Source: an optimization exercise on an open RTL-to-GDS flow (aim: small area and few clock cycles per item). Production flows keep margins and buffers that such runs may drop. The RTL was checked by simulation tests, not by an equivalence proof against the original design. Power and IR drop assume default switching activity.

## sorted_priority_queue_unit
module sorted_priority_queue_unit (
  input  logic              clk_i,
  input  logic              rst_ni,
  input  logic              start,
  output logic              busy,
  input  logic              operation_i,
  input  logic [31:0]       entry_data_i,
  input  logic [15:0]       entry_priority_i,
  output logic              done_o,
  output logic [31:0]       result_data_o,
  output logic [1:0]        status_o,
  output logic [4:0]        entry_count_o
);
Size: roughly 2600 cells after synthesis, about 93 I/O pins.
==> module sorted_priority_queue_unit, before the edit <==
module sorted_priority_queue_unit (
  input  logic              clk_i,
  input  logic              rst_ni,
  input  logic              start,
  output logic              busy,
  input  logic              operation_i,
  input  logic [31:0]       entry_data_i,
  input  logic [15:0]       entry_priority_i,
  output logic              done_o,
  output logic [31:0]       result_data_o,
  output logic [1:0]        status_o,
  output logic [4:0]        entry_count_o
);
  localparam int Depth = spq_pkg::Depth;
  localparam int DataW = spq_pkg::DataW;
  localparam int PrioW = spq_pkg::PrioW;
  localparam int CountW = spq_pkg::CountW;
  localparam logic [1:0] StInserted = spq_pkg::StInserted;
  localparam logic [1:0] StRemoved = spq_pkg::StRemoved;
  localparam logic [1:0] StEmpty = spq_pkg::StEmpty;
  localparam logic [1:0] StFull = spq_pkg::StFull;
  localparam logic OpInsert = spq_pkg::OpInsert;
  logic [Depth-1:0]       slot_behind, slot_ahead, slot_late_ahead, slot_free;
  logic [DataW-1:0]       slot_data [Depth];
  logic                   accept, full, empty, ins, rem;
  logic [CountW-1:0]      count_q, held;
  logic [Depth-1:0]       behind_q;
  logic                   late_head_q;
  logic [3:0]             depth, late_depth;
  logic                   done_q, removed_q, pend_q, pend2_q;
  logic [PrioW-1:0]       pend_prio_q;
  logic [1:0]             status_q, status_d;
  logic [DataW-1:0]       result;
  assign busy   = 1'b0;
  assign accept = start;
  assign full   = count_q[4];
  assign empty  = (count_q == '0);
  assign ins    = accept && (operation_i == OpInsert) && !full;
  assign rem    = accept && (operation_i != OpInsert) && !empty;
  assign held = count_q - CountW'(pend_q);
  for (genvar g = 0; g < Depth; g++) begin : g_slot
    spq_cell #(.Init(4'(g))) u_cell (
      .clk_i       (clk_i),
      .rst_ni      (rst_ni),
      .wr_i        (ins),
      .cmd_data_i  (entry_data_i),
      .cmd_prio_i  (entry_priority_i),
      .count_i     (count_q),
      .pend_i      (pend_q),
      .pend2_i     (pend2_q),
      .held_i      (held),
      .pend_prio_i (pend_prio_q),
      .late_head_i (late_head_q),
      .depth_i     (late_depth),
      .behind_o    (slot_behind[g]),
      .ahead_o     (slot_ahead[g]),
      .late_ahead_o (slot_late_ahead[g]),
      .free_o      (slot_free[g]),
      .data_o      (slot_data[g])
    );
  end
  always_comb begin
    logic [1:0] s2 [8];
    logic [2:0] s4 [4];
    logic [3:0] s8 [2];
    for (int i = 0; i < 8; i++) s2[i] = {1'b0, behind_q[2*i]} + {1'b0, behind_q[2*i+1]};
    for (int i = 0; i < 4; i++) s4[i] = {1'b0, s2[2*i]} + {1'b0, s2[2*i+1]};
    for (int i = 0; i < 2; i++) s8[i] = {1'b0, s4[2*i]} + {1'b0, s4[2*i+1]};
    depth = s8[0] + s8[1];
  end
  assign late_depth = depth + 4'(|slot_late_ahead);
  always_comb begin
    if (operation_i == OpInsert) status_d = full ? StFull : StInserted;
    else                         status_d = empty ? StEmpty : StRemoved;
  end
  always_ff @(posedge clk_i or negedge rst_ni) begin
    if (!rst_ni) begin
      count_q   <= '0;
      done_q    <= 1'b0;
      removed_q <= 1'b0;
      pend_q    <= 1'b0;
      pend2_q   <= 1'b0;
    end else begin
      done_q    <= accept;
      removed_q <= rem;
      pend_q    <= ins;
      pend2_q   <= pend_q;
      if (ins)      count_q <= count_q + 1'b1;
      else if (rem) count_q <= count_q - 1'b1;
    end
  end
  always_ff @(posedge clk_i) begin
    pend_prio_q <= entry_priority_i;
    behind_q    <= slot_behind;
    late_head_q <= !(|slot_ahead);
    status_q    <= status_d;
  end
  always_comb begin
    result = '0;
    for (int i = 0; i < Depth; i++) begin
      if (slot_free[i]) result = result | slot_data[i];
    end
  end
  assign done_o        = done_q;
  assign result_data_o = removed_q ? result : '0;
  assign status_o      = status_q;
  assign entry_count_o = count_q;
endmodule
Settings: LEC_CHECK=0, CAP_MARGIN=20, CORE_MARGIN=2, CORE_UTILIZATION=60, CTS_BUF_LIST=sky130_fd_sc_hd__clkbuf_8, CTS_CLUSTER_DIAMETER=60, CTS_CLUSTER_SIZE=12, PLACE_DENSITY=0.7, SLEW_MARGIN=20; clock period 5.0 ns.
run.sh (not shown) runs the stock make flow with config.mk's settings and CLKGATE_MAP_FILE= SYNTH_SCRIPT=/design/flow/synth_recipe.tcl, a recipe that flattens the netlist after the stock synthesis.
The first run finished but failed the layout checks on negative setup slack.
Testbench counts at the start, summed over its fixed seeds: cycles 24,008, requests 24,000.
Next try:
--- a/flow/design.v
+++ b/flow/design.v
@@ -109,11 +109,11 @@
   logic [DataW-1:0]       slot_data [Depth];
   logic                   accept, full, empty, ins, rem;
   logic [CountW-1:0]      count_q, held;
   logic [Depth-1:0]       behind_q;
   logic                   late_head_q;
-  logic [3:0]             depth, late_depth;
+  logic [3:0]             depth, depth_inc, late_depth;
   logic                   done_q, removed_q, pend_q, pend2_q;
   logic [PrioW-1:0]       pend_prio_q;
   logic [1:0]             status_q, status_d;
   logic [DataW-1:0]       result;
   assign busy   = 1'b0;
@@ -151,11 +151,12 @@
     for (int i = 0; i < 8; i++) s2[i] = {1'b0, behind_q[2*i]} + {1'b0, behind_q[2*i+1]};
     for (int i = 0; i < 4; i++) s4[i] = {1'b0, s2[2*i]} + {1'b0, s2[2*i+1]};
     for (int i = 0; i < 2; i++) s8[i] = {1'b0, s4[2*i]} + {1'b0, s4[2*i+1]};
     depth = s8[0] + s8[1];
   end
-  assign late_depth = depth + 4'(|slot_late_ahead);
+  assign depth_inc  = depth + 4'd1;
+  assign late_depth = (|slot_late_ahead) ? depth_inc : depth;
   always_comb begin
     if (operation_i == OpInsert) status_d = full ? StFull : StInserted;
     else                         status_d = empty ? StEmpty : StRemoved;
   end
   always_ff @(posedge clk_i or negedge rst_ni) begin
After rerunning:
- With this change the flow went through all stages and came out clean
- routed wire length goes down by 8.2%
- sequential power rises by 2.3%
- cell count fell by 9.6%
- setup slack gets better by 1200 ps
- synthesized cell count fell by 1.2%
- clock-buffer cell count fell by 2
- sequential share of layout area rose by 5.0 points
- power shrinks by 14%
Testbench counts after the change, summed over its fixed seeds: cycles 24,008, requests 24,000.

separate check: timing with driven ports:
No port has a modelled driver above. Below, the same layouts with a new extraction and two added sets of constraints. Step 1: set_driving_cell puts a clkbuf_16 on clk_i and a buf_2 on each other input, an assumption about the parent block. Step 2 moves the port delays by t, midway between the first and last clock arrival at a register: inputs arrive t later, outputs are due t later. That takes back most of the time a late clock gives input paths. Slacks: ideal ports / drivers / drivers and shift; pairs: ideal ports / drivers.
| run | t, ns | setup slack, ns | cell pins on the clock port's net |
|---|---|---|---|
| the first run | 0.769 | -1.147 / -1.147 / -1.147 | 1 |
| the second run | 0.757 | 0.055 / -0.004 / 0.727 | 1 |
